This design comes from an exercise in tuning for a short achievable clock period and few clock cycles on the open sky130 flow, not from production work.
Where RTL was checked, it was by simulation tests only, not by an equivalence proof against the original.
Function not checked in runs 2 and 5: the RTL went through the layout flow alone.
The clock port is modelled as an ideal driver; clocking choices that lean on that would not hold on a real chip.
Power and IR drop assume default switching activity.

==> flow/design.v <==
`default_nettype none
package vfifo_cfg_pkg;
	localparam int word_width = 32;
	localparam int addr_width = 12;
	localparam int burst_beats = 16;
	localparam int beat_width = $clog2(burst_beats);
	localparam int burst_bytes = burst_beats * word_width / 8;
	localparam int region_base = 0;
	localparam int region_words = 256;
	localparam int region_end = region_base + region_words * word_width / 8;
	localparam int max_occupancy = region_words;
	localparam int ring_slots = region_words / burst_beats;
	localparam int slot_width = $clog2(ring_slots);
	localparam int buf_depth = 2 * burst_beats;
	localparam int buf_ptr_width = $clog2(buf_depth);
	localparam int level_width = $clog2(buf_depth + 1);
	localparam int occ_width = $clog2(max_occupancy + 1);
	typedef logic [word_width-1:0] word_t;
endpackage
`default_nettype wire
`timescale 1ns/1ps
`default_nettype none
module stream_buffer #(
	parameter int width = 32
) (
	input logic clk_axi,
	input logic rst_axi_n,
	input logic [width-1:0] wr_data,
	input logic wr_next,
	input logic wr_en,
	input logic rd_allow,
	output logic rd_take,
	output logic [width-1:0] rd_data,
	output logic rd_valid,
	input logic rd_ready
);
	localparam int depth = vfifo_cfg_pkg::buf_depth;
	localparam int queue = 3;
	logic [width-1:0] mem [depth];
	logic [depth-1:0] wr_sel;
	logic [depth-1:0] wr_slot;
	logic [depth-1:0] rd_sel;
	logic [depth-1:0] fill;
	logic [width-1:0] mem_word;
	logic [width-1:0] stage;
	logic stage_valid;
	logic room;
	logic [width-1:0] q [queue];
	logic [queue-1:0] used;
	logic pop;
	logic head_hold;
	logic head_next;
	logic head_stage;
	assign pop = used[0] && rd_ready;
	assign rd_data = q[0];
	assign room = !used[2] && !(used[1] && stage_valid);
	assign rd_take = rd_allow && fill[0] && room;
	assign head_hold = !pop && used[0];
	assign head_next = pop && used[1];
	assign head_stage = !head_hold && !head_next;
	always_comb begin
		mem_word = '0;
		for (int i = 0; i < depth; i++) begin
			mem_word = mem_word | ({width{rd_sel[i]}} & mem[i]);
		end
	end
	always_ff @(posedge clk_axi) begin
		for (int i = 0; i < depth; i++) begin
			if (wr_slot[i]) begin
				mem[i] <= wr_data;
			end
		end
		if (rd_take) begin
			stage <= mem_word;
		end
		for (int i = 1; i < queue; i++) begin
			if (pop) begin
				q[i] <= (i + 1 < queue && used[(i + 1) % queue]) ? q[(i + 1) % queue] : stage;
			end else begin
				q[i] <= used[i] ? q[i] : stage;
			end
		end
		q[0] <= ({width{head_hold}} & q[0]) | ({width{head_next}} & q[1]) |
			({width{head_stage}} & stage);
	end
	always_ff @(posedge clk_axi) begin
		if (!rst_axi_n) begin
			wr_sel <= depth'(1);
			wr_slot <= '0;
			rd_sel <= depth'(1);
			fill <= '0;
			stage_valid <= 1'b0;
			used <= '0;
			rd_valid <= 1'b0;
		end else begin
			if (wr_en) begin
				wr_sel <= {wr_sel[depth-2:0], wr_sel[depth-1]};
				wr_slot <= {depth{wr_next}} & {wr_sel[depth-2:0], wr_sel[depth-1]};
			end else begin
				wr_slot <= {depth{wr_next}} & wr_sel;
			end
			if (rd_take) begin
				rd_sel <= {rd_sel[depth-2:0], rd_sel[depth-1]};
			end
			if (wr_en && !rd_take) begin
				fill <= {fill[depth-2:0], 1'b1};
			end else if (rd_take && !wr_en) begin
				fill <= {1'b0, fill[depth-1:1]};
			end
			stage_valid <= rd_take;
			if (pop && !stage_valid) begin
				used <= {1'b0, used[queue-1:1]};
			end else if (stage_valid && !pop) begin
				used <= {used[queue-2:0], 1'b1};
			end
			rd_valid <= used[1] || stage_valid || (used[0] && !pop);
		end
	end
endmodule
`default_nettype wire
`timescale 1ns/1ps
`default_nettype none
module burst_writer (
	input logic clk_axi,
	input logic rst_axi_n,
	input logic commit,
	input logic slot_freed,
	output logic src_allow,
	input logic src_take,
	output logic [vfifo_cfg_pkg::addr_width-1:0] awaddr,
	output logic [7:0] awlen,
	output logic awvalid,
	input logic awready
);
	localparam int addr_width = vfifo_cfg_pkg::addr_width;
	localparam int burst_beats = vfifo_cfg_pkg::burst_beats;
	localparam int ring_slots = vfifo_cfg_pkg::ring_slots;
	localparam int slot_width = vfifo_cfg_pkg::slot_width;
	logic [slot_width-1:0] slot;
	logic [1:0] pending;
	logic [ring_slots-1:0] used;
	logic [2*burst_beats-1:0] credit;
	logic raise;
	logic aw_busy;
	assign awaddr = addr_width'({slot, 6'b0});
	assign awlen = 8'(burst_beats - 1);
	assign raise = (pending != '0 || commit) && !used[ring_slots-1] &&
		(!aw_busy || awready);
	assign src_allow = credit[0];
	always_ff @(posedge clk_axi) begin
		if (!rst_axi_n) begin
			slot <= '0;
			pending <= '0;
			used <= '0;
			credit <= '0;
			awvalid <= 1'b0;
			aw_busy <= 1'b0;
		end else begin
			awvalid <= (awvalid && !awready) || raise;
			aw_busy <= (aw_busy && !awready) || raise;
			if (aw_busy && awready) begin
				slot <= slot + 1'b1;
			end
			pending <= pending + 2'(commit) - 2'(raise);
			if (raise && !slot_freed) begin
				used <= {used[ring_slots-2:0], 1'b1};
			end else if (slot_freed && !raise) begin
				used <= {1'b0, used[ring_slots-1:1]};
			end
			case ({commit, src_take})
				2'b01: credit <= {1'b0, credit[2*burst_beats-1:1]};
				2'b10: credit <= {credit[burst_beats-1:0], {burst_beats{1'b1}}};
				2'b11: credit <= {credit[burst_beats:0], {(burst_beats-1){1'b1}}};
				default: ;
			endcase
		end
	end
endmodule
`default_nettype wire
`timescale 1ns/1ps
`default_nettype none
module burst_reader (
	input logic clk_axi,
	input logic rst_axi_n,
	input logic dst_pop,
	output vfifo_cfg_pkg::word_t dst_data,
	output logic dst_valid,
	output logic slot_written,
	output logic slot_freed,
	input logic [1:0] bresp,
	input logic bvalid,
	output logic bready,
	output logic [vfifo_cfg_pkg::addr_width-1:0] araddr,
	output logic [7:0] arlen,
	output logic arvalid,
	input logic arready,
	input vfifo_cfg_pkg::word_t rdata,
	input logic [1:0] rresp,
	input logic rlast,
	input logic rvalid,
	output logic rready
);
	localparam int addr_width = vfifo_cfg_pkg::addr_width;
	localparam int burst_beats = vfifo_cfg_pkg::burst_beats;
	localparam int beat_width = vfifo_cfg_pkg::beat_width;
	localparam int slot_width = vfifo_cfg_pkg::slot_width;
	localparam int ring_slots = vfifo_cfg_pkg::ring_slots;
	localparam int buf_depth = vfifo_cfg_pkg::buf_depth;
	logic [slot_width-1:0] slot;
	logic [ring_slots-1:0] pending;
	logic [buf_depth-1:0] credit;
	logic [beat_width-1:0] beat;
	logic raise;
	logic beat_last;
	logic ar_busy;
	assign bready = 1'b1;
	assign rready = 1'b1;
	assign araddr = addr_width'({slot, 6'b0});
	assign arlen = 8'(burst_beats - 1);
	assign slot_freed = dst_valid && beat_last;
	assign raise = (pending[0] || bvalid) && credit[burst_beats-1] &&
		(!ar_busy || arready);
	always_ff @(posedge clk_axi) begin
		dst_data <= rdata;
	end
	always_ff @(posedge clk_axi) begin
		if (!rst_axi_n) begin
			slot <= '0;
			pending <= '0;
			credit <= '1;
			beat <= '0;
			arvalid <= 1'b0;
			ar_busy <= 1'b0;
			beat_last <= 1'b0;
			dst_valid <= 1'b0;
			slot_written <= 1'b0;
		end else begin
			dst_valid <= rvalid;
			slot_written <= bvalid;
			if (dst_valid) begin
				beat <= beat + 1'b1;
				beat_last <= beat == beat_width'(burst_beats - 2);
			end
			arvalid <= (arvalid && !arready) || raise;
			ar_busy <= (ar_busy && !arready) || raise;
			if (ar_busy && arready) begin
				slot <= slot + 1'b1;
			end
			if (bvalid && !raise) begin
				pending <= {pending[ring_slots-2:0], 1'b1};
			end else if (raise && !bvalid) begin
				pending <= {1'b0, pending[ring_slots-1:1]};
			end
			case ({raise, dst_pop})
				2'b01: credit <= {credit[buf_depth-2:0], 1'b1};
				2'b10: credit <= {{burst_beats{1'b0}}, credit[buf_depth-1:burst_beats]};
				2'b11: credit <= {{(burst_beats-1){1'b0}}, credit[buf_depth-1:burst_beats-1]};
				default: ;
			endcase
		end
	end
endmodule
`default_nettype wire
`timescale 1ns/1ps
`default_nettype none
module vfifo_top (
	input logic clk_axi,
	input logic rst_axi_n,
	input vfifo_cfg_pkg::word_t in_data,
	input logic in_valid,
	output logic in_ready,
	output vfifo_cfg_pkg::word_t out_data,
	output logic out_valid,
	input logic out_ready,
	output logic [vfifo_cfg_pkg::occ_width-1:0] occupancy,
	output logic [vfifo_cfg_pkg::addr_width-1:0] awaddr,
	output logic [7:0] awlen,
	output logic awvalid,
	input logic awready,
	output vfifo_cfg_pkg::word_t wdata,
	output logic wlast,
	output logic wvalid,
	input logic wready,
	input logic [1:0] bresp,
	input logic bvalid,
	output logic bready,
	output logic [vfifo_cfg_pkg::addr_width-1:0] araddr,
	output logic [7:0] arlen,
	output logic arvalid,
	input logic arready,
	input vfifo_cfg_pkg::word_t rdata,
	input logic [1:0] rresp,
	input logic rlast,
	input logic rvalid,
	output logic rready
);
	localparam int word_width = vfifo_cfg_pkg::word_width;
	localparam int burst_beats = vfifo_cfg_pkg::burst_beats;
	localparam int beat_width = vfifo_cfg_pkg::beat_width;
	localparam int buf_depth = vfifo_cfg_pkg::buf_depth;
	localparam int level_width = vfifo_cfg_pkg::level_width;
	localparam int slot_width = vfifo_cfg_pkg::slot_width;
	typedef vfifo_cfg_pkg::word_t word_t;
	word_t in_word;
	logic in_taken;
	logic [beat_width-1:0] in_beat;
	logic in_last;
	logic commit;
	logic [buf_depth-1:0] in_count;
	logic push;
	logic in_open;
	logic w_fired;
	logic ingress_allow;
	logic ingress_take;
	word_t egress_data;
	logic egress_valid;
	logic egress_take;
	logic out_popped;
	logic slot_written;
	logic slot_freed;
	logic [slot_width:0] occ_bursts;
	assign push = in_valid && in_open;
	always_ff @(posedge clk_axi) begin
		in_word <= in_data;
		in_last <= in_beat == beat_width'(burst_beats - 1);
	end
	always_ff @(posedge clk_axi) begin
		if (!rst_axi_n) begin
			in_taken <= 1'b0;
			in_beat <= '0;
			commit <= 1'b0;
			in_count <= '0;
			in_ready <= 1'b1;
			in_open <= 1'b1;
			w_fired <= 1'b0;
			out_popped <= 1'b0;
			occ_bursts <= '0;
		end else begin
			in_taken <= push;
			commit <= push && in_beat == beat_width'(burst_beats - 1);
			if (push) begin
				in_beat <= in_beat + 1'b1;
			end
			if (push && !w_fired) begin
				in_count <= {in_count[buf_depth-2:0], 1'b1};
			end else if (w_fired && !push) begin
				in_count <= {1'b0, in_count[buf_depth-1:1]};
			end
			if (push) begin
				in_ready <= w_fired ? !in_count[buf_depth-1] : !in_count[buf_depth-2];
				in_open <= !(w_fired ? in_count[buf_depth-1] : in_count[buf_depth-2]);
			end else begin
				in_ready <= w_fired || !in_count[buf_depth-1];
				in_open <= !(!w_fired && in_count[buf_depth-1]);
			end
			w_fired <= wvalid && wready;
			out_popped <= out_valid && out_ready;
			case ({slot_written, slot_freed})
				2'b10: occ_bursts <= occ_bursts + 1'b1;
				2'b01: occ_bursts <= occ_bursts - 1'b1;
				default: ;
			endcase
		end
	end
	assign occupancy = {occ_bursts, 4'b0};
	stream_buffer #(.width(word_width + 1)) ingress_buffer (
		.clk_axi(clk_axi),
		.rst_axi_n(rst_axi_n),
		.wr_data({in_last, in_word}),
		.wr_next(push),
		.wr_en(in_taken),
		.rd_allow(ingress_allow),
		.rd_take(ingress_take),
		.rd_data({wlast, wdata}),
		.rd_valid(wvalid),
		.rd_ready(wready)
	);
	burst_writer burst_writer_inst (
		.clk_axi(clk_axi),
		.rst_axi_n(rst_axi_n),
		.commit(commit),
		.slot_freed(slot_freed),
		.src_allow(ingress_allow),
		.src_take(ingress_take),
		.awaddr(awaddr),
		.awlen(awlen),
		.awvalid(awvalid),
		.awready(awready)
	);
	burst_reader burst_reader_inst (
		.clk_axi(clk_axi),
		.rst_axi_n(rst_axi_n),
		.dst_pop(out_popped),
		.dst_data(egress_data),
		.dst_valid(egress_valid),
		.slot_written(slot_written),
		.slot_freed(slot_freed),
		.bresp(bresp),
		.bvalid(bvalid),
		.bready(bready),
		.araddr(araddr),
		.arlen(arlen),
		.arvalid(arvalid),
		.arready(arready),
		.rdata(rdata),
		.rresp(rresp),
		.rlast(rlast),
		.rvalid(rvalid),
		.rready(rready)
	);
	stream_buffer #(.width(word_width)) egress_buffer (
		.clk_axi(clk_axi),
		.rst_axi_n(rst_axi_n),
		.wr_data(egress_data),
		.wr_next(rvalid),
		.wr_en(egress_valid),
		.rd_allow(1'b1),
		.rd_take(egress_take),
		.rd_data(out_data),
		.rd_valid(out_valid),
		.rd_ready(out_ready)
	);
endmodule
`default_nettype wire
==> flow/flow/run.sh <==
#!/bin/bash
# Own layout flow: the standard flow (standard.sh) with two changes.
#  1. Port buffers are sky130_fd_sc_hd__buf_4 (BUFFER_PORTS_ARGS) instead of the resizer's
#     default pick, a delay cell.
#  2. After CTS, the clock root buffer is split into 4 buffers that the clock port drives
#     directly (flow/split_root.tcl), one per quarter of the old root's sinks; the rest of
#     the tree is kept. Then the standard flow continues from global routing.
# Each tool's full output goes to a log file of its own in this folder.
set -euo pipefail
export BUFFER_PORTS_ARGS="-buffer_cell sky130_fd_sc_hd__buf_4"
R=orfs/results/${FLOW_PLATFORM}/vfifo_top/base

bash standard.sh cts > std_to_cts.log 2>&1

cp "$R/4_cts.odb" "$R/4_cts_std.odb"
PLATFORM_DIR="$FLOW_HOME/platforms/$FLOW_PLATFORM" ODB_IN="$R/4_cts_std.odb" \
	SDC_IN="$R/4_cts.sdc" ODB_OUT="$R/4_cts.odb" NROOT=4 \
	openroad -no_init -exit flow/split_root.tcl > split_root.log 2>&1

bash standard.sh finish > std_finish.log 2>&1
test -s out/final.def
==> flow/flow/split_root.tcl <==
# Split the clock tree's root buffer into NROOT copies: the clock port drives NROOT
# clkbuf_16 roots, each placed at the middle of, and driving, the root's old sinks in one
# part of the die (split by recursive bisection, equal counts). The tree below is kept,
# so every register's clock path keeps its depth and stays balanced.
# Reads $::env(ODB_IN) and $::env(SDC_IN), writes $::env(ODB_OUT).
set p $::env(PLATFORM_DIR)
read_liberty $p/lib/sky130_fd_sc_hd__tt_025C_1v80.lib
read_db $::env(ODB_IN)
read_sdc $::env(SDC_IN)
source $p/setRC.tcl
set nroot $::env(NROOT)
set block [ord::get_db_block]
set db [ord::get_db]
set master [$db findMaster sky130_fd_sc_hd__clkbuf_16]
set clknet [$block findNet clk_axi]
# the root buffer: the one cell the clock port drives
set roots {}
foreach it [$clknet getITerms] { lappend roots [$it getInst] }
if {[llength $roots] != 1} { error "expected one root, got [llength $roots]" }
set root [lindex $roots 0]
set rootout [[$root findITerm X] getNet]
set sinks {}
foreach it [$rootout getITerms] {
  if {[$it isInputSignal] || [[$it getMTerm] getSigType] eq "CLOCK" || [$it getIoType] eq "INPUT"} {
    if {[$it getInst] ne $root} { lappend sinks $it }
  }
}
puts "root [$root getName] drives [llength $sinks] sinks"
proc loc {it} { set b [[$it getInst] getBBox]; return [list [expr {([$b xMin]+[$b xMax])/2}] [expr {([$b yMin]+[$b yMax])/2}]] }
# recursive bisection into nroot groups
proc bisect {items n axis} {
  if {$n <= 1} { return [list $items] }
  set sorted [lsort -integer -index 1 [lmap it $items {list $it [lindex [loc $it] $axis]}]]
  set half [expr {[llength $sorted] / 2}]
  set a [lmap x [lrange $sorted 0 [expr {$half-1}]] {lindex $x 0}]
  set b [lmap x [lrange $sorted $half end] {lindex $x 0}]
  set na [expr {$n / 2}]
  return [concat [bisect $a $na [expr {1-$axis}]] [bisect $b [expr {$n-$na}] [expr {1-$axis}]]]
}
set core [$block getCoreArea]
set axis [expr {([$core dx] >= [$core dy]) ? 0 : 1}]
set groups [bisect $sinks $nroot $axis]
set k 0
foreach g $groups {
  set sx 0; set sy 0
  foreach it $g { lassign [loc $it] x y; incr sx $x; incr sy $y }
  set cx [expr {$sx / [llength $g]}]; set cy [expr {$sy / [llength $g]}]
  if {$k == 0} {
    set buf $root
    set net $rootout
  } else {
    set buf [odb::dbInst_create $block $master "clkbuf_root_${k}_clk_axi"]
    set net [odb::dbNet_create $block "clknet_root_${k}_clk_axi"]
    $net setSigType CLOCK
    [$buf findITerm A] connect $clknet
    [$buf findITerm X] connect $net
    foreach it $g { $it disconnect; $it connect $net }
  }
  $buf setLocation [expr {$cx - [$master getWidth]/2}] [expr {$cy - [$master getHeight]/2}]
  $buf setPlacementStatus PLACED
  puts "group $k: [llength $g] sinks at ($cx, $cy)"
  incr k
}
detailed_placement
check_placement
estimate_parasitics -placement
set_propagated_clock [all_clocks]
report_clock_latency
write_db $::env(ODB_OUT)
==> flow/standard.sh <==
#!/bin/bash
# synth_recipe.tcl (not shown) runs the flow's synth.tcl, then flattens the netlist and writes it again
# the make line also repeats each setting of config.mk as NAME=value (left out here)
make -C /OpenROAD-flow-scripts/flow DESIGN_CONFIG=/design/flow/config.mk WORK_HOME=/design/flow/orfs CLKGATE_MAP_FILE= SYNTH_SCRIPT=/design/flow/synth_recipe.tcl "${@:-finish}"
==> flow/config.mk <==
export PLATFORM = sky130hd
export DESIGN_NAME = vfifo_top
export DESIGN_NICKNAME = vfifo_top
export VERILOG_FILES = /design/flow/design.v
export SDC_FILE = /design/flow/constraint.sdc
export NUM_CORES = 4
export LEC_CHECK = 0
export ABC_CLOCK_PERIOD_IN_PS = 2000
export CAP_MARGIN = 20
export CORE_MARGIN = 2
export CORE_UTILIZATION = 65
export CTS_CLUSTER_DIAMETER = 60
export CTS_CLUSTER_SIZE = 30
export PLACE_DENSITY = 0.75
export SETUP_SLACK_MARGIN = 3.0
export SLEW_MARGIN = 20
==> flow/constraint.sdc <==
create_clock -name core_clock -period 5.0 [get_ports {clk_axi}]
set_input_delay 1.0000 -clock core_clock [delete_from_list [all_inputs] [get_ports {clk_axi}]]
set_output_delay 1.0000 -clock core_clock [all_outputs]
set_load 0.01 [all_outputs]
==> results of run 1 <==
[flip-flops by register name (all words and copies together), names as in the netlist, 33 cells and up]
signal,flops
egress_buffer.q,96
ingress_buffer.mem,1056
ingress_buffer.q,99
egress_buffer.mem,1024
ingress_buffer.stage,33
[layout by cell type (no fill, tap or decap), types with 7 or more instances in the layout]
master,n
clkinv_8,17
or4_1,33
buf_8,27
a22oi_2,9
nand3_1,10
inv_8,17
o21ai_0,31
inv_6,26
buf_4,228
mux2_2,130
nor2_1,357
clkbuf_1,7
xor2_1,11
edfxtp_1,2210
nand4_1,263
clkinv_4,9
ha_1,13
dfxtp_1,406
or4_4,33
and2_1,49
dfxtp_2,144
a22oi_1,1096
buf_6,117
clkbuf_16,156
nor3_1,38
mux4_2,15
ha_4,7
buf_12,33
inv_1,19
nand2_2,7
dfxtp_4,74
clkinvlp_4,12
a31oi_1,16
a21oi_1,203
mux2i_1,217
nand2_1,304
and3_1,7
a221oi_1,16
conb_1,38
[per-layer routing]
layer | vias to the layer above | wire length (µm) | part of all wire | GRT usage
met5 | - | 29 | 0.00010 | 0
met4 | 4 | 18000 | 0.063 | 0.159
met3 | 1039 | 41200 | 0.15 | 0.0822
met2 | 4754 | 130000 | 0.46 | 0.551
met1 | 29700 | 94700 | 0.33 | 0.472
li1 | 24700 | - | - | -
[worst register-to-register path, delay by kind of cell (launching register included)]
| kind | cells | cell delay, ps |
|---|---|---|
| DFF | 1 | 440 |
| buffers and inverters | 1 | 210 |
| AOI/OAI and AO/OA | 1 | 320 |
| and+or+nand+nor | 2 | 820 |
[layout make-up]
class	instances	area, µm²	area share
buffer	3	75.1	0.000672
clock inverter	102	1160	0.0104
tap	2044	2560	0.0229
timing repair inverter	3	31.3	0.000280
multi-input combinational	2952	20200	0.181
timing repair buffer	414	4320	0.0387
inverter	25	161	0.00145
antenna	3	7.51	0.0000672
sequential	2834	79300	0.710
clock buffer	162	3840	0.0344
[stage by stage]
stage / std cells / hold WS, ps / area (µm²) / setup WS, ps / utilization
floorplan: 6271 / 432 / 101000 / 2690 / -
global placement: 8142 / 438 / 104000 / 1930 / 0.675
detailed placement: 8142 / 444 / 104000 / 1860 / 0.675
CTS: 8473 / 255 / 111000 / 2620 / 0.718
global route: 8539 / 484 / 112000 / 2860 / 0.726
finish: 8542 / 457 / 112000 / 2870 / 0.726
[kinds of logic after synthesis]
family,count (synthesis),synth area share
other,2,0.0000747
AND/OR/NAND/NOR,1128,0.0538
XOR/XNOR,15,0.00131
flip-flops,2834,0.785
AO/OA/AOI/OAI,1385,0.0976
adder cells (fa/ha/maj),21,0.00269
multiplexers,363,0.0396
buffers and inverters,487,0.0203
[final timing paths]
check,start,to
setup / recovery,egress_buffer.q[0][9],out_data[9]
hold / removal,egress_buffer.q[1][16],egress_buffer.q[0][16]
setup reg to reg,egress_buffer.rd_sel[5],egress_buffer.stage[1]
hold reg to reg,egress_buffer.q[1][16],egress_buffer.q[0][16]
[report_power, final]
| group | switching, mW | internal [mW] |
|---|---|---|
| clock network | 7.77 | 6.31 |
| logic | 0.737 | 0.528 |
| registers | 0.419 | 25.6 |
[repair_timing]
action                                  4_1_cts  5_1_grt
pin swaps                                     9       12
cloned                                        3        4
endpoints found under the setup margin      474      471
gates resized for setup                     354       78
buffers inserted                             64       59
hold buffers                                  0        0
==> summary.txt, run 1 <==
- Synth-to-Final Area Change: 11.1%
- R2R depth: 4
- Clock sinks: 2834
- Post-Route WL: 283000 µm
- Crit-path slowest cell: dfxtp_4
- Ys async rst share: 0
- Mapped Area: 0.101 mm²
- Yosys top cell area share: 0.660
- H-tree depth: 4
- Setup TNS: 0 ps
- Final slew viol count: 0
- Clk_skew: 37.9 ps
- FMAX: 468 MHz
- CTS tree: yes
- Top cells by count, synth: edfxtp_1 (2210), a22oi_1 (1105), dfxtp_1 (624)
- Type of the worst setup path: flop to output port
- Largest net degree at the start of global routing: 180
- Worst slew pin tran: 1190 ps
- Critical-path maximum fanout: 2
- Unrepaired setup endpoints after global routing: true
- Die height: 397 µm
- Final Hold Viols: 0
- CP cell instances: buf_6
- Initial antenna violation count: 9
- Clock slew at reported path FFs: 100 ps
- WP buf/inv: 1
- Share of cells above drive strength 1: 0.173
- Post-route ant nets: 0
- Synth area leader: edfxtp_1
- Nets: between 6000 and 7000
- Vias in the first global route: 56000
- Most used flip-flop cell after synthesis: edfxtp_1
- PortBufs: 155
- Reg-to-reg slack, setup: between 2000 and 3000 ps
- Synthesized area per cell: 16.1 µm²
- Vias: between 60000 and 70000
- Syn Inst Count: around 6200
- Global-route wire length before repair: between 300000 and 400000 µm
- Row count: 144
- CTS max path bufs: 3
- Initial Util: 0.653
- Synth cell types: 48
- Worst Hold Path Cells: 2
- CP endpoint kind: output port
- Worst Hold Class: flop to flop
- Die Wd: between 300 and 400 µm
- Root Driver: clkbuf_16
- Residual DRC count: 0
- DPL Wire Length: 139000 µm
- Max-Slew Margin vs Limit: 0.209
- Max-cap violation count: 0
- Die area: 0.158 mm²
- Top delay family on crit path: flip-flops
- Max IR drop VDD: 0.404 mV
- Critical path arrival: 1130 ps
- Remaining Overflow, GRT: 0
- Most frequent cell after synthesis: edfxtp_1
- Largest stage delay on the critical path: 440 ps
- P per Cell Area: 371 mW/mm²
- WP depth: 1
- Drt via density: 7.05
- # setup viols final: 0
- Fillcell total: 9117
- # IOs: about 200
- Total GRT Usage: 0.351
- Pleak: 36.1 nW
- Routability cong.: ~0.8
- EDFF count, synth: 2210
- Startpoint Class: flop
- Initial DRC Count: roughly 9000
- Top post-synthesis cells by area: edfxtp_1 (66%), dfxtp_1 (12%), a22oi_1 (8.3%), mux2i_1 (2.2%), nand4_1 (1.6%)
- Clock latency (worst-skew pair): 580 ps
- #FFs+latches synth: 2834
- Status: finished clean
- Register area share after synthesis: 0.785
- Crit path required time: 4000 ps
- Tcrit/Tclk final: 0.427
- Drt first pass iters: 8
- CTS buffer count: 145
- Post-DR wirelength/cell: 33.2 µm
- Fin crit period: 2130 ps
- Yosys warns: 9
- Total power: slightly above 40 mW
- Core Region: 0.154 mm²
Testbench counts, summed over its fixed seeds: cycles 17,189.
==> inputs of run 2 (changes only) <==
--- a/flow/design.v
+++ b/flow/design.v
@@ -42,2 +42,3 @@
 	logic [depth-1:0] rd_sel;
+	logic [depth-1:0] rd_sel_hi;
 	logic [depth-1:0] fill;
@@ -63,3 +64,5 @@
 		for (int i = 0; i < depth; i++) begin
-			mem_word = mem_word | ({width{rd_sel[i]}} & mem[i]);
+			mem_word[width/2-1:0] = mem_word[width/2-1:0] | ({(width/2){rd_sel[i]}} & mem[i][width/2-1:0]);
+			mem_word[width-1:width/2] = mem_word[width-1:width/2] |
+				({(width-width/2){rd_sel_hi[i]}} & mem[i][width-1:width/2]);
 		end
@@ -72,5 +75,3 @@
 		end
-		if (rd_take) begin
-			stage <= mem_word;
-		end
+		stage <= mem_word;
 		for (int i = 1; i < queue; i++) begin
@@ -90,2 +91,3 @@
 			rd_sel <= depth'(1);
+			rd_sel_hi <= depth'(1);
 			fill <= '0;
@@ -103,2 +105,3 @@
 				rd_sel <= {rd_sel[depth-2:0], rd_sel[depth-1]};
+				rd_sel_hi <= {rd_sel_hi[depth-2:0], rd_sel_hi[depth-1]};
 			end
@@ -146,4 +149,3 @@
 	assign awlen = 8'(burst_beats - 1);
-	assign raise = (pending != '0 || commit) && !used[ring_slots-1] &&
-		(!aw_busy || awready);
+	assign raise = (pending != '0 || commit) && !used[ring_slots-1] && !aw_busy;
 	assign src_allow = credit[0];
@@ -220,4 +222,3 @@
 	assign slot_freed = dst_valid && beat_last;
-	assign raise = (pending[0] || bvalid) && credit[burst_beats-1] &&
-		(!ar_busy || arready);
+	assign raise = (pending[0] || slot_written) && credit[burst_beats-1] && !ar_busy;
 	always_ff @(posedge clk_axi) begin
@@ -248,5 +249,5 @@
 			end
-			if (bvalid && !raise) begin
+			if (slot_written && !raise) begin
 				pending <= {pending[ring_slots-2:0], 1'b1};
-			end else if (raise && !bvalid) begin
+			end else if (raise && !slot_written) begin
 				pending <= {1'b0, pending[ring_slots-1:1]};
==> flow/flow/run.sh (replaced) <==
#!/bin/bash
# Own layout flow: the standard flow (standard.sh) with three changes.
#  1. Port buffers are sky130_fd_sc_hd__buf_4 (BUFFER_PORTS_ARGS) instead of the resizer's
#     default pick, a delay cell.
#  2. After placement, each output port's buffer is moved next to the register that drives
#     it (flow/move_out_buf.tcl) and the placement is legalized again.
#  3. After CTS, the clock root buffer is split into 4 buffers that the clock port drives
#     directly (flow/split_root.tcl), one per quarter of the old root's sinks; the rest of
#     the tree is kept. Then the standard flow continues from global routing.
# Each tool's full output goes to a log file of its own in this folder.
set -euo pipefail
export BUFFER_PORTS_ARGS="-buffer_cell sky130_fd_sc_hd__buf_4"
R=orfs/results/${FLOW_PLATFORM}/vfifo_top/base
PD="$FLOW_HOME/platforms/$FLOW_PLATFORM"

bash standard.sh place > std_to_place.log 2>&1

cp "$R/3_place.odb" "$R/3_place_std.odb"
PLATFORM_DIR="$PD" ODB_IN="$R/3_place_std.odb" SDC_IN="$R/3_place.sdc" ODB_OUT="$R/3_place.odb" \
	openroad -no_init -exit flow/move_out_buf.tcl > move_out_buf.log 2>&1

bash standard.sh cts > std_cts.log 2>&1

cp "$R/4_cts.odb" "$R/4_cts_std.odb"
PLATFORM_DIR="$PD" ODB_IN="$R/4_cts_std.odb" SDC_IN="$R/4_cts.sdc" ODB_OUT="$R/4_cts.odb" NROOT=4 \
	openroad -no_init -exit flow/split_root.tcl > split_root.log 2>&1

bash standard.sh finish > std_finish.log 2>&1
test -s out/final.def
==> flow/flow/move_out_buf.tcl (new file) <==
# Place each output port's buffer next to the register that drives it, so that the register
# drives a short wire and the (stronger) port buffer drives the wire to the pin. Then legalize.
# Reads $::env(ODB_IN) and $::env(SDC_IN), writes $::env(ODB_OUT).
set p $::env(PLATFORM_DIR)
read_liberty $p/lib/sky130_fd_sc_hd__tt_025C_1v80.lib
read_db $::env(ODB_IN)
read_sdc $::env(SDC_IN)
source $p/setRC.tcl
set block [ord::get_db_block]
proc driver {net} {
  foreach it [$net getITerms] { if {[$it isOutputSignal]} { return $it } }
  return ""
}
set moved 0
foreach bt [$block getBTerms] {
  if {[$bt getIoType] ne "OUTPUT"} continue
  set d [driver [$bt getNet]]
  if {$d eq ""} continue
  set buf [$d getInst]
  set a [$buf findITerm A]
  if {$a eq "NULL" || $a eq ""} continue
  set fd [driver [$a getNet]]
  if {$fd eq ""} continue
  set ff [$fd getInst]
  if {![string match "*__df*" [[$ff getMaster] getName]]} continue
  lassign [$ff getLocation] fx fy
  $buf setLocation $fx $fy
  incr moved
}
puts "moved $moved output buffers"
detailed_placement
check_placement
write_db $::env(ODB_OUT)
==> run 2 against run 1 <==
  * Still clean on timing, DRC and antenna
  * Clock skew up 25 ps
  * Utilization down 0.49 points
  * Design area increased by 0.83%
  * Sequential share of layout area down 0.18 points
  * Register-to-register slack barely moved
  * Setup slack improved by 22 ps
  * Non-clock buffer count shrank 7
  * Highest routed layer unchanged
==> summary.txt, run 2 <==
- Drt via density: 7.04 (-0.20%)
- Clk_skew: 62.9 ps (+25.0 ps)
- Met1 GRT Util: 0.464 (-0.00804)
- Worst Setup SP: egress_buffer.q[0][15]
- P per Cell Area: 381 mW/mm² (+2.9%)
- Most frequent cells in the layout: edfxtp_1 (2145), a22oi_1 (1105), dfxtp_1 (556), nand2_1 (435), nor2_1 (353)
- R2R depth: 4 (unchanged)
- Initial antenna violation count: 7 (-2)
- Crit-path slowest cell: dfxtp_2
- Final slew viol count: 0 (unchanged)
- Clock slew at reported path FFs: 100 ps (about the same)
- CTS buffer count: 146 (+0.69%)
- Residual DRC count: 0 (unchanged)
- Synth cell types: 48 (unchanged)
- EDFF count, synth: 2145 (-2.9%)
- Top delay family on crit path: flip-flops
- Die area: 0.160 mm² (+1.6%)
- Most used flip-flop cell after synthesis: edfxtp_1
- Share of cells above drive strength 1: 0.159 (-0.0142)
- Remaining Overflow, GRT: 0 (unchanged)
- Most frequent cell after synthesis: edfxtp_1
- Worst Hold Path Cells: 2 (unchanged)
- Post-DR wirelength/cell: 32.8 µm (-1.2%)
- Critical path arrival: 1110 ps (-20 ps)
- Post-route ant nets: 0 (unchanged)
- Synth area leader: edfxtp_1
- Max-cap violation count: 0 (unchanged)
- Nets: 6702 (+3.5%)
- Synth-to-Final Area Change: 10.3%
- Die Wd: 400 µm (+0.79%)
- Sw frac: 0.218 (+0.00194)
- Vias: 61800 (+2.6%)
- Max-Slew Margin vs Limit: 0.302 (+0.0927)
- P_int: 33.6 mW (+3.5%)
- CTS tree: yes
- Grt peak-use layer: met2
- Commonest non-fill, non-tap cell in the layout: edfxtp_1
- Type of the worst setup path: flop to output port
- Drt first pass iters: 7 (-1)
- H-tree depth: 4 (unchanged)
- CTS max path bufs: 3 (unchanged)
- Post-Route WL: 288000 µm (+1.6%)
- Initial DRC Count: 9682 (+6.8%)
- Max IR drop VDD: 0.386 mV (-4.3%)
- Critical-path maximum fanout: 2 (unchanged)
- FMAX: 473 MHz (+1.0%)
- Max reg flops: 1056 (unchanged)
- Final setup margin: 2890 ps (+21.6 ps)
- Hold Startpoint: ingress_buffer.q[1][1]
- CP endpoint kind: output port
- Register area share after synthesis: 0.778 (-0.00617)
- Worst slew pin tran: 1050 ps (-140 ps)
- Comb pwr share: 0.038 (+0.007)
- Largest net degree at the start of global routing: 175 (-2.8%)
- Die height: 400 µm (+0.79%)
- Core Region: 0.156 mm² (+1.5%)
- Top cells by count, synth: edfxtp_1 (2145), a22oi_1 (1105), dfxtp_1 (753)
- Largest regs: ingress_buffer.mem x1056, egress_buffer.mem x1024, ingress_buffer.q x99
- Total power: 42.9 mW (+3.8%)
- Met3 GRT Util: 0.0925 (+0.0104)
- Reg-to-Reg Start: ingress_buffer.rd_sel[17]
- # IOs: 199 (unchanged)
- DP Area: 0.106 mm² (+1.8%)
- CP cell instances: buf_8
- Yosys warns: 9 (unchanged)
- Worst slack, placed: 1880 ps (+27.5 ps)
- Top reg by flops: ingress_buffer.mem
- Unrepaired setup endpoints after global routing: true
- Seq pwr share: 0.620 (-0.009)
- #FFs+latches synth: 2898 (+2.3%)
- Clock latency (worst-skew pair): 610 ps (+30 ps)
- Crit path required time: 4000 ps (about the same)
- Worst Hold Class: flop to flop
- Row count: 145 (+0.69%)
- Met2 global-route usage: 0.553 (+0.00222)
- Fin crit period: 2110 ps (-21.6 ps)
- Routability cong.: 0.817 (+2.1%)
- Largest stage delay on the critical path: 360 ps (-80 ps)
- Clock sinks: 2898 (+2.3%)
- # setup viols final: 0 (unchanged)
- Setup TNS: 0 ps (unchanged)
- DPL Wire Length: 146000 µm (+4.9%)
- PortBufs: 155 (unchanged)
- Yosys top cell area share: 0.631 (-0.0295)
- Ys async rst share: 0 (unchanged)
- Switching pwr: 9.35 mW (+4.7%)
- Top post-synthesis cells by area: edfxtp_1 (63%), dfxtp_1 (15%), a22oi_1 (8.1%), mux2i_1 (2.0%), nand2_1 (1.6%)
- WP buf/inv: 1 (unchanged)
- WP depth: 1 (unchanged)
- Total GRT Usage: 0.352 (+0.000950)
- Global-route wire length before repair: 407000 µm (+3.2%)
- Pleak: 36.6 nW (+1.3%)
- Status: finished clean
- Synthesized area per cell: 15.7 µm² (-2.4%)
- Hold WS: 443 ps (-13.5 ps)
- Final Hold Viols: 0 (unchanged)
- Root Driver: clkbuf_16
- Vias in the first global route: 58900 (+5.3%)
- Mapped Area: 0.102 mm² (+1.6%)
- Startpoint Class: flop
- Final instance area: 0.113 mm² (+0.83%)
- Tcrit/Tclk final: 0.423 (-0.00431)
- Initial Util: 0.654 (about the same)
- Clock Power Share: 0.342 (+0.002)
- Syn Inst Count: 6490 (+4.1%)
[run 2: through the flow]
stage | util | cells
2_1_floorplan | - | 6526
3_3_place_gp | 0.676 | 8446
3_5_place_dp | 0.676 | 8446
4_1_cts | 0.717 | 8753
5_1_grt | 0.721 | 8783
6_report | 0.721 | 8785
[run 2: per-layer routing]
layer / share of wire / wire length (µm) / up-vias
met5: 0.000097 / 28 / -
met4: 0.058 / 16900 / 4
met3: 0.15 / 43600 / 1099
met2: 0.46 / 133000 / 4834
met1: 0.33 / 95100 / 30500
li1: - / - / 25300
[run 2: repair_timing]
| item | 4_1_cts | 5_1_grt |
|---|---|---|
| pin swaps | 6 | 7 |
| buffers inserted | 34 | 23 |
| gates resized for setup | 222 | 51 |
| gates cloned | 4 | 3 |
| setup endpoints to repair | 489 | 512 |
| hold buffers | 0 | 0 |
[run 2: power groups by stage]
stage	Combinational, mW	Sequential [mW]	Clock, mW
floorplan	0.842	27.0	0
global placement	1.26	27.1	0
detailed placement	1.29	27.1	0
CTS	1.51	26.6	14.7
global route	1.73	26.7	15.6
finish	1.63	26.6	14.7
[run 2: logic make-up (layout without fill, tap and decap cells)]
kind of cell	count (synthesis)	count (layout)	synth area share
AND/OR/NAND/NOR	1264	1265	0.0582
adder cells (fa/ha/maj)	21	21	0.00265
buffers and inverters	507	704	0.0211
multiplexers	365	365	0.0410
AO/OA/AOI/OAI	1418	1418	0.0972
flip-flops	2898	2898	0.778
other	2	41	0.0000735
XOR/XNOR	15	15	0.00129
[run 2: final cells by class]
| class | count | area [µm²] |
|---|---|---|
| Antenna cell | 3 | 7.51 |
| Buffer | 3 | 75.1 |
| Clock buffer | 168 | 3970 |
| Clock inverter | 101 | 1340 |
| Fill cell | 9441 | 43600 |
| Inverter | 24 | 131 |
| Multi-Input combinational cell | 3122 | 20900 |
| Sequential cell | 2898 | 79800 |
| Tap cell | 2058 | 2570 |
| Timing Repair Buffer | 407 | 3840 |
| Timing Repair inverter | 1 | 11.3 |
[run 2: worst paths after layout]
kind         slack (ps)                  endpoint
min reg2reg         440    ingress_buffer.q[0][1]
max reg2reg        2940  ingress_buffer.stage[10]
min                 440    ingress_buffer.q[0][1]
max                2890              out_data[15]
==> inputs of run 3 (changes only) <==
--- a/flow/design.v
+++ b/flow/design.v
@@ -42,3 +42,2 @@
 	logic [depth-1:0] rd_sel;
-	logic [depth-1:0] rd_sel_hi;
 	logic [depth-1:0] fill;
@@ -64,5 +63,3 @@
 		for (int i = 0; i < depth; i++) begin
-			mem_word[width/2-1:0] = mem_word[width/2-1:0] | ({(width/2){rd_sel[i]}} & mem[i][width/2-1:0]);
-			mem_word[width-1:width/2] = mem_word[width-1:width/2] |
-				({(width-width/2){rd_sel_hi[i]}} & mem[i][width-1:width/2]);
+			mem_word = mem_word | ({width{rd_sel[i]}} & mem[i]);
 		end
@@ -75,3 +72,5 @@
 		end
-		stage <= mem_word;
+		if (rd_take) begin
+			stage <= mem_word;
+		end
 		for (int i = 1; i < queue; i++) begin
@@ -91,3 +90,2 @@
 			rd_sel <= depth'(1);
-			rd_sel_hi <= depth'(1);
 			fill <= '0;
@@ -105,3 +103,2 @@
 				rd_sel <= {rd_sel[depth-2:0], rd_sel[depth-1]};
-				rd_sel_hi <= {rd_sel_hi[depth-2:0], rd_sel_hi[depth-1]};
 			end
@@ -149,3 +146,4 @@
 	assign awlen = 8'(burst_beats - 1);
-	assign raise = (pending != '0 || commit) && !used[ring_slots-1] && !aw_busy;
+	assign raise = (pending != '0 || commit) && !used[ring_slots-1] &&
+		(!aw_busy || awready);
 	assign src_allow = credit[0];
@@ -222,3 +220,4 @@
 	assign slot_freed = dst_valid && beat_last;
-	assign raise = (pending[0] || slot_written) && credit[burst_beats-1] && !ar_busy;
+	assign raise = (pending[0] || bvalid) && credit[burst_beats-1] &&
+		(!ar_busy || arready);
 	always_ff @(posedge clk_axi) begin
@@ -249,5 +248,5 @@
 			end
-			if (slot_written && !raise) begin
+			if (bvalid && !raise) begin
 				pending <= {pending[ring_slots-2:0], 1'b1};
-			end else if (raise && !slot_written) begin
+			end else if (raise && !bvalid) begin
 				pending <= {1'b0, pending[ring_slots-1:1]};
==> run 3 against run 2 <==
  * Total power decreased by 4.0%
  * Via count shrank 2.6%
  * Highest routed layer unchanged
  * Sequential power fell by 2%
  * Synthesized cell count fell by 3.9%
  * Design area fell by 1.2%
  * Die area fell by 1.6%
  * Routed wire length decreased by 2.1%
==> summary.txt, run 3 <==
- Critical path arrival: 1080 ps (-30 ps)
- Synth area leader: edfxtp_1
- Setup TNS: 0 ps (unchanged)
- Die area: 0.158 mm² (-1.6%)
- Synthesized area per cell: 16.1 µm² (+2.5%)
- P per Cell Area: 371 mW/mm² (-2.8%)
- Post-DR wirelength/cell: 33.1 µm (+1.0%)
- DPL Wire Length: 139000 µm (-4.6%)
- Critical-path maximum fanout: 2 (unchanged)
- Drt first pass iters: 8 (+1)
- Status: finished clean
- Final slew viol count: 0 (unchanged)
- Most frequent cell after synthesis: edfxtp_1
- Hold WS: 437 ps (-5.83 ps)
- Layout Cells excl Fill: 8518 (-3.0%)
- Syn Inst Count: 6235 (-3.9%)
- Worst Hold Class: flop to flop
- Mapped Area: 0.101 mm² (-1.6%)
- WP buf/inv: 1 (unchanged)
- Die height: 397 µm (-0.78%)
- H-tree depth: 4 (unchanged)
- Initial Util: 0.653 (about the same)
- Row count: 144 (-0.69%)
- Max reg flops: 1056 (unchanged)
- Routability cong.: 0.800 (-2.1%)
- Post-Route WL: 282000 µm (-2.1%)
- Largest regs: ingress_buffer.mem x1056, egress_buffer.mem x1024, ingress_buffer.q x99
- Die Wd: 397 µm (-0.78%)
- Hold_buf cts: 0 (unchanged)
- Flip-flop and latch area: 0.0793 mm² (-0.63%)
- Top delay family on crit path: flip-flops
- Largest net degree at the start of global routing: 180 (+2.9%)
- Unrepaired setup endpoints after global routing: true
- # IOs: 199 (unchanged)
- Most used flip-flop cell after synthesis: edfxtp_1
- Yosys warns: 9 (unchanged)
- Synth-to-Final Area Change: 10.7%
- Initial DRC Count: 9511 (-1.8%)
- DP Area: 0.104 mm² (-1.7%)
- Yosys top cell area share: 0.660 (+0.0295)
- Initial antenna violation count: 10 (+3)
- Vias: 60200 (-2.6%)
- Worst slack, placed: 1860 ps (-27.5 ps)
- Top cells by count, synth: edfxtp_1 (2210), a22oi_1 (1105), dfxtp_1 (624)
- Clock sinks: 2834 (-2.2%)
- Top post-synthesis cells by area: edfxtp_1 (66%), dfxtp_1 (12%), a22oi_1 (8.3%), mux2i_1 (2.2%), nand4_1 (1.6%)
- Post-route ant nets: 0 (unchanged)
- CTS buffer count: 142 (-2.7%)
- Max-cap violation count: 0 (unchanged)
- Worst slew pin tran: 1180 ps (+129 ps)
- Final Hold Viols: 0 (unchanged)
- Footprint of the multi-input gates: 0.0202 mm² (-3.3%)
- Fillcell total: 9164 (-2.9%)
- Max IR drop VDD: 0.462 mV (+20%)
- Remaining Overflow, GRT: 0 (unchanged)
- Vias in the first global route: 55700 (-5.5%)
- CTS max path bufs: 3 (unchanged)
- Final instance area: 0.111 mm² (-1.2%)
- Synth cell types: 48 (unchanged)
- Commonest non-fill, non-tap cell in the layout: edfxtp_1
- Most frequent cells in the layout: edfxtp_1 (2210), a22oi_1 (1098), dfxtp_1 (404), nor2_1 (357), nand2_1 (304)
- EDFF count, synth: 2210 (+3.0%)
- Type of the worst setup path: flop to output port
- #FFs+latches synth: 2834 (-2.2%)
- Register area share after synthesis: 0.785 (+0.00617)
- # setup viols final: 0 (unchanged)
- CTS tree: yes
- Pleak: 35.9 nW (-2.0%)
- CP cell instances: buf_6
- Fin crit period: 2080 ps (-29.4 ps)
- Clk_skew: 52.4 ps (-10.5 ps)
- FMAX: 480 MHz (+1.4%)
- Startpoint Class: flop
- CP endpoint kind: output port
- Core Region: 0.154 mm² (-1.5%)
- Crit path required time: 4000 ps (about the same)
- Post-Route Utilization: 0.723 (+0.00223)
- Root Driver: clkbuf_16
- Tcrit/Tclk final: 0.417 (-0.00588)
- Total GRT Usage: 0.350 (-0.00123)
- Crit-path slowest cell: dfxtp_2
- Ys async rst share: 0 (unchanged)
- Clock latency (worst-skew pair): 600 ps (about the same)
- Largest stage delay on the critical path: 350 ps (about the same)
- Clock slew at reported path FFs: 100 ps (about the same)
- Total power: 41.3 mW (-4.0%)
- Residual DRC count: 0 (unchanged)
- Nets: 6450 (-3.8%)
- Final setup margin: 2920 ps (+29.4 ps)
- Inst Count DP: 8142 (-3.6%)
- Top reg by flops: ingress_buffer.mem
- Share of cells above drive strength 1: 0.170 (+0.0112)
- Global-route wire length before repair: 395000 µm (-3.0%)
- PortBufs: 155 (unchanged)
- Drt via density: 7.07 (+0.42%)
- Max-Slew Margin vs Limit: 0.217 (-0.0851)
## run 3: logic make-up after synthesis
| kind of cell | share of synthesized area |
|---|---|
| compound gates | 0.0976 |
| xor+xnor | 0.00131 |
| fa+ha+maj | 0.00269 |
| buf+inv | 0.0203 |
| flops | 0.785 |
| mux | 0.0396 |
| other cells | 0.0000747 |
| simple gates | 0.0538 |
## run 3: timing repair
| item | 4_1_cts | 5_1_grt |
|---|---|---|
| buffers inserted | 48 | 54 |
| gates resized for setup | 346 | 64 |
| endpoints found under the setup margin | 474 | 455 |
| pin swaps | 8 | 11 |
| cloned | 2 | 2 |
## run 3: layer usage
layer	vias up	wire (µm)	part of all wire	GRT usage
li1	24600	-	-	-
met1	29700	94000	0.33	0.476
met2	4865	130000	0.46	0.555
met3	1021	40800	0.14	0.0717
met4	8	16800	0.060	0.157
met5	-	80	0.00028	0
## run 3: path summary, 6_finish.rpt
| path | start | end | slack (ps) | cells after the start |
|---|---|---|---|---|
| setup / recovery | egress_buffer.q[0][10] | out_data[10] | 2920 | 1 |
| hold / removal | egress_buffer.q[1][28] | egress_buffer.q[0][28] | 440 | 2 |
| setup reg to reg | egress_buffer.rd_sel[5] | egress_buffer.stage[3] | 2970 | 4 |
| hold reg to reg | egress_buffer.q[1][28] | egress_buffer.q[0][28] | 440 | 2 |
## run 3: area by class of cell
type | count | area share
clock buffers | 161 | 0.0340
well taps | 2044 | 0.0230
plain buffers | 3 | 0.000675
flip-flops and latches | 2834 | 0.713
inverters | 25 | 0.00143
repair inverters | 1 | 0.000101
repair buffers | 392 | 0.0364
diodes | 4 | 0.0000900
clock inverters | 102 | 0.0102
multi-input cells | 2952 | 0.181
## run 3: power by group
group,internal (mW),switching (mW),leakage [nW]
Sequential,25.6,0.381,25.2
Clock,6.27,7.68,2.45
Combinational,0.532,0.781,8.28
Testbench counts of run 3, summed over its fixed seeds: cycles 17,189.
==> inputs of run 4 (changes only) <==
--- a/flow/flow/run.sh
+++ b/flow/flow/run.sh
@@ -1,3 +1,3 @@
 #!/bin/bash
-# Own layout flow: the standard flow (standard.sh) with three changes.
+# Own layout flow: the standard flow (standard.sh) with four changes.
 #  1. Port buffers are sky130_fd_sc_hd__buf_4 (BUFFER_PORTS_ARGS) instead of the resizer's
@@ -6,3 +6,4 @@
 #     it (flow/move_out_buf.tcl) and the placement is legalized again.
-#  3. After CTS, the clock root buffer is split into 4 buffers that the clock port drives
+#  3. CTS routes the clock nets with a non-default rule (double spacing, -apply_ndr full).
+#  4. After CTS, the clock root buffer is split into 4 buffers that the clock port drives
 #     directly (flow/split_root.tcl), one per quarter of the old root's sinks; the rest of
@@ -12,2 +13,3 @@
 export BUFFER_PORTS_ARGS="-buffer_cell sky130_fd_sc_hd__buf_4"
+export CTS_ARGS="-sink_clustering_enable -repair_clock_nets -sink_clustering_size 30 -sink_clustering_max_diameter 60 -apply_ndr full"
 R=orfs/results/${FLOW_PLATFORM}/vfifo_top/base
==> run 4 against run 3 <==
  * Routed wire length did not move
  * Critical path depth unchanged
  * First-iteration DRC count is the same
  * Largest cell class unchanged
==> summary.txt, run 4 <==
- Status: finished clean
- Clock sinks: 2834 (unchanged)
- Synth cell types: 48 (unchanged)
- # setup viols final: 0 (unchanged)
- Met3 GRT Util: 0.0717 (unchanged)
- Global-route wire length before repair: 395000 µm (unchanged)
- Max reg flops: 1056 (unchanged)
- Initial DRC Count: 9511 (unchanged)
- Tcrit/Tclk final: 0.417 (unchanged)
- Worst slew pin tran: 1180 ps (unchanged)
- Critical-path maximum fanout: 2 (unchanged)
- Die height: 397 µm (unchanged)
- CP cell instances: buf_6
- Grt peak-use layer: met2
- DPL Wire Length: 139000 µm (unchanged)
- P per Cell Area: 371 mW/mm² (unchanged)
- Fin crit period: 2080 ps (unchanged)
- H-tree depth: 4 (unchanged)
- Top reg by flops: ingress_buffer.mem
- Post-Route WL: 282000 µm (unchanged)
- Commonest non-fill, non-tap cell in the layout: edfxtp_1
- Critical path arrival: 1080 ps (about the same)
- Post-route ant nets: 0 (unchanged)
- Initial antenna violation count: 10 (unchanged)
- Drt first pass iters: 8 (unchanged)
- Drt via density: 7.07 (unchanged)
- Largest net degree at the start of global routing: 180 (unchanged)
- Yosys top cell area share: 0.660 (unchanged)
- Met1 GRT Util: 0.476 (unchanged)
- Share of cells above drive strength 1: 0.170 (unchanged)
- Die area: 0.158 mm² (unchanged)
- Unrepaired setup endpoints after global routing: true
- EDFF count, synth: 2210 (unchanged)
- Max-Slew Margin vs Limit: 0.217 (unchanged)
- Clock latency (worst-skew pair): 600 ps (about the same)
- Row count: 144 (unchanged)
- Hold_buf cts: 0 (unchanged)
- CTS buffer count: 142 (unchanged)
- Total GRT Usage: 0.350 (unchanged)
- Synthesized area per cell: 16.1 µm² (unchanged)
- Residual DRC count: 0 (unchanged)
- Max-cap violation count: 0 (unchanged)
- Mapped Area: 0.101 mm² (unchanged)
- Largest stage delay on the critical path: 350 ps (about the same)
- Most frequent cells in the layout: edfxtp_1 (2210), a22oi_1 (1098), dfxtp_1 (404), nor2_1 (357), nand2_1 (304)
- Pleak: 35.9 nW (unchanged)
- Most frequent cell after synthesis: edfxtp_1
- Clock slew at reported path FFs: 100 ps (about the same)
- Register area share after synthesis: 0.785 (unchanged)
- Synth-to-Final Area Change: 10.7% (unchanged)
- PortBufs: 155 (unchanged)
- Startpoint Class: flop
- #FFs+latches synth: 2834 (unchanged)
- Most used flip-flop cell after synthesis: edfxtp_1
- Core Region: 0.154 mm² (unchanged)
- CP endpoint kind: output port
- # IOs: 199 (unchanged)
- Vias in the first global route: 55700 (unchanged)
- Top post-synthesis cells by area: edfxtp_1 (66%), dfxtp_1 (12%), a22oi_1 (8.3%), mux2i_1 (2.2%), nand4_1 (1.6%)
- Top delay family on crit path: flip-flops
- WP buf/inv: 1 (unchanged)
- Worst Hold Class: flop to flop
- Synth area leader: edfxtp_1
- Reg-to-reg slack, setup: 2970 ps (about the same)
- Max IR drop VDD: 0.462 mV (unchanged)
- Fillcell total: 9164 (unchanged)
- Routability cong.: 0.800 (unchanged)
- Ys async rst share: 0 (unchanged)
- Crit path required time: 4000 ps (about the same)
- Top cells by count, synth: edfxtp_1 (2210), a22oi_1 (1105), dfxtp_1 (624)
- Syn Inst Count: 6235 (unchanged)
- Clk_skew: 52.4 ps (unchanged)
- Post-Route Utilization: 0.723 (unchanged)
- Final Hold Viols: 0 (unchanged)
- CTS max path bufs: 3 (unchanged)
- Vias: 60200 (unchanged)
- Nets: 6450 (unchanged)
- Initial Util: 0.653 (unchanged)
- CTS tree: yes
- Crit-path slowest cell: dfxtp_2
- Die Wd: 397 µm (unchanged)
- Largest regs: ingress_buffer.mem x1056, egress_buffer.mem x1024, ingress_buffer.q x99
- Setup TNS: 0 ps (unchanged)
- Root Driver: clkbuf_16
- FMAX: 480 MHz (unchanged)
- Post-DR wirelength/cell: 33.1 µm (unchanged)
- Type of the worst setup path: flop to output port
- Met2 global-route usage: 0.555 (unchanged)
- Remaining Overflow, GRT: 0 (unchanged)
- Yosys warns: 9 (unchanged)
- Final slew viol count: 0 (unchanged)
## run 4: cell counts after synthesis
No cell type changed its count.
## run 4: repair_timing
item	CTS	global route
gates resized for setup	346	64
pin swaps	8	11
gates cloned	2	2
hold endpoints to repair	0	0
setup endpoints to repair	474	455
buffers inserted	48	54
## run 4: path summary, 6_finish.rpt
check,from,endpoint,cells after the start
hold reg to reg,egress_buffer.q[1][28],egress_buffer.q[0][28],2
setup / recovery,egress_buffer.q[0][10],out_data[10],1
setup reg to reg,egress_buffer.rd_sel[5],egress_buffer.stage[3],4
hold / removal,egress_buffer.q[1][28],egress_buffer.q[0][28],2
## run 4: area by class of cell
type / count / area (µm²) / share of cell area
diodes: 4 / 10.0 / 0.0000900
plain buffers: 3 / 75.1 / 0.000675
clock buffers: 161 / 3790 / 0.0340
clock inverters: 102 / 1140 / 0.0102
inverters: 25 / 159 / 0.00143
multi-input cells: 2952 / 20200 / 0.181
flip-flops and latches: 2834 / 79300 / 0.713
well taps: 2044 / 2560 / 0.0230
repair buffers: 392 / 4050 / 0.0364
repair inverters: 1 / 11.3 / 0.000101
## run 4: where the power goes
group	total [mW]	internal (mW)	switching [mW]
combinational	1.31	0.532	0.781
clock	13.9	6.27	7.68
sequential	26.0	25.6	0.381
total	41.3	32.4	8.84
## run 4: kinds of logic (layout without fill, tap and decap cells)
group,Yosys count,count (layout),share of synthesized area
AOI/OAI and AO/OA,1385,1385,0.0976
other,2,42,0.0000747
and+or+nand+nor,1128,1130,0.0538
DFF,2834,2834,0.785
xor gates and xnor gates,15,15,0.00131
buffers and inverters,487,684,0.0203
adders and majority gates,21,21,0.00269
muxes,363,363,0.0396
## run 4: per-stage QoR
step	total power [mW]	setup slack [ps]	hold WS (ps)	cells	cell area, µm²
2_1_floorplan	27.0	2690	432	6271	101000
3_3_place_gp	27.5	1930	438	8142	104000
3_5_place_dp	27.6	1860	444	8142	104000
4_1_cts	41.1	2670	249	8455	110000
5_1_grt	42.2	2900	460	8514	111000
6_report	41.3	2920	437	8518	111000
## run 4: routing by layer
| layer | share of wire | wire [µm] |
|---|---|---|
| met1 | 0.33 | 94000 |
| met2 | 0.46 | 130000 |
| met3 | 0.14 | 40800 |
| met4 | 0.060 | 16800 |
| met5 | 0.00028 | 80 |
==> inputs of run 5 (changes only) <==
--- a/flow/design.v
+++ b/flow/design.v
@@ -43,3 +43,6 @@
 	logic [depth-1:0] fill;
-	logic [width-1:0] mem_word;
+	logic [width-1:0] mem_word_lo;
+	logic [width-1:0] mem_word_hi;
+	logic [width-1:0] stage_lo;
+	logic [width-1:0] stage_hi;
 	logic [width-1:0] stage;
@@ -61,7 +64,10 @@
 	always_comb begin
-		mem_word = '0;
-		for (int i = 0; i < depth; i++) begin
-			mem_word = mem_word | ({width{rd_sel[i]}} & mem[i]);
+		mem_word_lo = '0;
+		mem_word_hi = '0;
+		for (int i = 0; i < depth / 2; i++) begin
+			mem_word_lo = mem_word_lo | ({width{rd_sel[i]}} & mem[i]);
+			mem_word_hi = mem_word_hi | ({width{rd_sel[depth/2+i]}} & mem[depth/2+i]);
 		end
 	end
+	assign stage = stage_lo | stage_hi;
 	always_ff @(posedge clk_axi) begin
@@ -72,5 +78,5 @@
 		end
-		if (rd_take) begin
-			stage <= mem_word;
-		end
+		wr_slot <= {depth{wr_next}} & (wr_en ? {wr_sel[depth-2:0], wr_sel[depth-1]} : wr_sel);
+		stage_lo <= mem_word_lo;
+		stage_hi <= mem_word_hi;
 		for (int i = 1; i < queue; i++) begin
@@ -88,3 +94,2 @@
 			wr_sel <= depth'(1);
-			wr_slot <= '0;
 			rd_sel <= depth'(1);
@@ -97,5 +102,2 @@
 				wr_sel <= {wr_sel[depth-2:0], wr_sel[depth-1]};
-				wr_slot <= {depth{wr_next}} & {wr_sel[depth-2:0], wr_sel[depth-1]};
-			end else begin
-				wr_slot <= {depth{wr_next}} & wr_sel;
 			end
--- a/flow/flow/run.sh
+++ b/flow/flow/run.sh
@@ -1,3 +1,3 @@
 #!/bin/bash
-# Own layout flow: the standard flow (standard.sh) with four changes.
+# Own layout flow: the standard flow (standard.sh) with three changes.
 #  1. Port buffers are sky130_fd_sc_hd__buf_4 (BUFFER_PORTS_ARGS) instead of the resizer's
@@ -6,4 +6,3 @@
 #     it (flow/move_out_buf.tcl) and the placement is legalized again.
-#  3. CTS routes the clock nets with a non-default rule (double spacing, -apply_ndr full).
-#  4. After CTS, the clock root buffer is split into 4 buffers that the clock port drives
+#  3. After CTS, the clock root buffer is split into 4 buffers that the clock port drives
 #     directly (flow/split_root.tcl), one per quarter of the old root's sinks; the rest of
@@ -13,3 +12,2 @@
 export BUFFER_PORTS_ARGS="-buffer_cell sky130_fd_sc_hd__buf_4"
-export CTS_ARGS="-sink_clustering_enable -repair_clock_nets -sink_clustering_size 30 -sink_clustering_max_diameter 60 -apply_ndr full"
 R=orfs/results/${FLOW_PLATFORM}/vfifo_top/base
==> run 5 against run 4 <==
  * Cell count shrank 0.21%
  * Critical endpoint is now out_valid
  * Clock skew increased by 6.1 ps
  * Setup slack got worse by 14 ps
  * Die area increased by 0.37%
  * Total power up 2.6%
==> summary.txt, run 5 <==
- Status: finished clean
- Remaining Overflow, GRT: 0 (unchanged)
- Initial antenna violation count: 8 (-2)
- Largest regs: ingress_buffer.mem x1056, egress_buffer.mem x1024, ingress_buffer.q x99
- Synth area leader: edfxtp_1
- Initial Util: 0.655 (+0.00170)
- # IOs: 199 (unchanged)
- Commonest non-fill, non-tap cell in the layout: edfxtp_1
- R2R depth: 4 (unchanged)
- Die area: 0.158 mm² (+0.37%)
- Yosys top cell area share: 0.638 (-0.0218)
- CTS buffer count: 143 (+0.70%)
- Residual DRC count: 0 (unchanged)
- Worst Hold Path Cells: 2 (unchanged)
- Most used flip-flop cell after synthesis: edfxtp_1
- Syn Inst Count: 6243 (+0.13%)
- Top post-synthesis cells by area: edfxtp_1 (64%), dfxtp_1 (15%), a221oi_1 (4.7%), a22o_1 (4.5%), nor2_1 (2.2%)
- Register area share after synthesis: 0.788 (+0.00350)
- Max-Slew Margin vs Limit: 0.163 (-0.0538)
- Synth cell types: 50 (+4.2%)
- Pleak: 36.4 nW (+1.4%)
- Row count: 144 (unchanged)
- WP depth: 1 (unchanged)
- WP buf/inv: 1 (unchanged)
- Hold WS: 472 ps (+35.0 ps)
- Drt first pass iters: 6 (-2)
- Total GRT Usage: 0.317 (-0.0334)
- FMAX: 477 MHz (-0.65%)
- Synth-to-Final Area Change: 9.98%
- Crit-path slowest cell: dfxtp_2
- Worst slew pin tran: 1260 ps (+80.6 ps)
- Largest net degree at the start of global routing: 163 (-9.4%)
- CTS max path bufs: 3 (unchanged)
- Post-route ant nets: 0 (unchanged)
- Nets: 6423 (-0.42%)
- Largest stage delay on the critical path: 360 ps (about the same)
- Vias in the first global route: 54900 (-1.3%)
- CTS tree: yes
- Worst Hold Class: flop to flop
- Final slew viol count: 0 (unchanged)
- Global-route wire length before repair: 364000 µm (-7.7%)
- H-tree depth: 4 (unchanged)
- Clk_skew: 58.5 ps (+6.09 ps)
- Final Hold Viols: 0 (unchanged)
- DPL Wire Length: 131000 µm (-6.2%)
- Clock slew at reported path FFs: 100 ps (about the same)
- Max reg flops: 1056 (unchanged)
- Tcrit/Tclk final: 0.419 (+0.00272)
- Fillcell total: 9266 (+1.1%)
- Core Region: 0.154 mm² (+0.12%)
- Yosys warns: 9 (unchanged)
- Synthesized area per cell: 16.2 µm² (+0.25%)
- # setup viols final: 0 (unchanged)
- Vias: 58100 (-3.5%)
- Post-Route Utilization: 0.720 (-0.00275)
- CP cell instances: buf_8
- PortBufs: 155 (unchanged)
- Clock latency (worst-skew pair): 610 ps (about the same)
- Hold_buf cts: 0 (unchanged)
- Most frequent cell after synthesis: edfxtp_1
- Root Driver: clkbuf_16
- Mapped Area: 0.101 mm² (+0.38%)
- Fin crit period: 2100 ps (+13.6 ps)
- Setup TNS: 0 ps (unchanged)
- Most frequent cells in the layout: edfxtp_1 (2145), nor2_1 (584), a221oi_1 (535), a22o_1 (520), dfxtp_1 (488)
- Ys async rst share: 0 (unchanged)
- Drt via density: 6.83 (-3.3%)
- Die height: 398 µm (+0.19%)
- Type of the worst setup path: flop to output port
- Startpoint Class: flop
- Die Wd: 398 µm (+0.19%)
- Top delay family on crit path: flip-flops
- Clock sinks: 2899 (+2.3%)
- Post-DR wirelength/cell: 30.2 µm (-8.8%)
- Max IR drop VDD: 0.278 mV (-40%)
- Critical-path maximum fanout: 2 (unchanged)
- #FFs+latches synth: 2899 (+2.3%)
- Total power: 42.3 mW (+2.6%)
- Unrepaired setup endpoints after global routing: true
- CP endpoint kind: output port
- Top cells by count, synth: edfxtp_1 (2145), dfxtp_1 (754), nor2_1 (587)
- Share of cells above drive strength 1: 0.146 (-0.0234)
- Critical path arrival: 1100 ps (+20 ps)
- Max-cap violation count: 0 (unchanged)
- Routability cong.: 0.799 (-0.16%)
- EDFF count, synth: 2145 (-2.9%)
- Crit path required time: 4000 ps (about the same)
- P per Cell Area: 381 mW/mm² (+2.9%)
- Post-Route WL: 257000 µm (-9.0%)
- Top reg by flops: ingress_buffer.mem
- Initial DRC Count: 7492 (-21%)
## run 5: changes by cell type after synthesis, sizes merged, moves of 131 or more
cell / before / now
nor2: 360 / 587
a22oi: 1105 / 65
a221oi: 16 / 536
a22o: 0 / 520
a21oi: 205 / 336
## run 5: layer usage
| metal | GRT usage | up-vias | wire length, µm |
|---|---|---|---|
| li1 | - | 24700 | - |
| met1 | 0.441 | 29200 | 95500 |
| met2 | 0.499 | 3698 | 120000 |
| met3 | 0.0867 | 452 | 34600 |
| met4 | 0.0853 | 6 | 6940 |
| met5 | 0 | - | 42 |
## run 5: cell families after synthesis
logic type / count (synthesis) / share of synthesized area
adder cells (fa/ha/maj): 21 / 0.00268
AND/OR/NAND/NOR: 996 / 0.0425
XOR/XNOR: 15 / 0.00130
buffers and inverters: 494 / 0.0203
flip-flops: 2899 / 0.788
multiplexers: 233 / 0.0251
AO/OA/AOI/OAI: 1583 / 0.120
other: 2 / 0.0000744
## run 5: path summary, 6_finish.rpt
check                      startpoint                    endpoint  slack, ps
min reg2reg     egress_buffer.q[1][0]       egress_buffer.q[0][0]        470
max reg2reg  egress_buffer.rd_sel[30]  egress_buffer.stage_hi[14]       2990
max            egress_buffer.rd_valid                   out_valid       2900
min             egress_buffer.q[1][0]       egress_buffer.q[0][0]        470
## run 5: timing repair
action / CTS / global route
setup endpoints to repair: 307 / 398
gates resized for setup: 218 / 63
pin swaps: 11 / 17
buffers inserted: 40 / 32
cloned: 3 / 7
## run 5: power breakdown
part           switching, mW  internal (mW)
Combinational          0.857          0.635
Clock                   7.84           6.19
Sequential             0.556           26.2
Total                   9.25           33.1
## run 5: cell type report
type                            count  area (µm²)  area share
Timing Repair inverter              1        11.3    0.000101
Multi-Input combinational cell   2888       19700       0.178
Clock inverter                     96        1070     0.00965
Tap cell                         2044        2560      0.0230
Timing Repair Buffer              363        3580      0.0323
Antenna cell                        9        22.5    0.000203
Buffer                              3        75.1    0.000677
Inverter                           25         159     0.00143
Clock buffer                      172        3850      0.0347
Sequential cell                  2899       79900       0.720
## run 5: stage by stage
step	cells	setup slack, ps	instance area, µm²
floorplan	6279	2680	101000
global placement	8137	1640	104000
detailed placement	8137	1570	104000
CTS	8448	2600	110000
global route	8493	2880	111000
finish	8500	2900	111000

==> separate check: timing with driven ports <==
Ports are ideal in the flow. The routed layouts listed here were re-timed in OpenROAD.
Step 1 assumes that a clkbuf_16 drives the clock port and a buf_2 every other input.
Step 2 adds t to the input delays and takes it off the output delays; t is the mean of the earliest and latest rising clock arrival at the registers after step 1. Input paths then give back, and output paths get back, about the clock's delay inside the block.
Three values: no drivers, after step 1, after step 2; two values: the first two.
run	t, ns	slack for setup (ns)	worst slew at a driven data input, ns	cell pins on the clock port's net
run 1	0.728	2.865 / 2.693 / 2.391	0.08	4
run 2	0.754	2.887 / 2.714 / 2.305	0.09	4
run 3	0.743	2.916 / 2.742 / 2.384	0.08	4
run 4	0.743	2.916 / 2.742 / 2.384	0.08	4
run 5	0.762	2.903 / 2.720 / 2.425	0.13	4
After both steps every run listed still meets setup and hold. For run 2, which loses most, drivers alone change the setup slack by -0.173 ns; drivers and shift together by -0.582 ns.
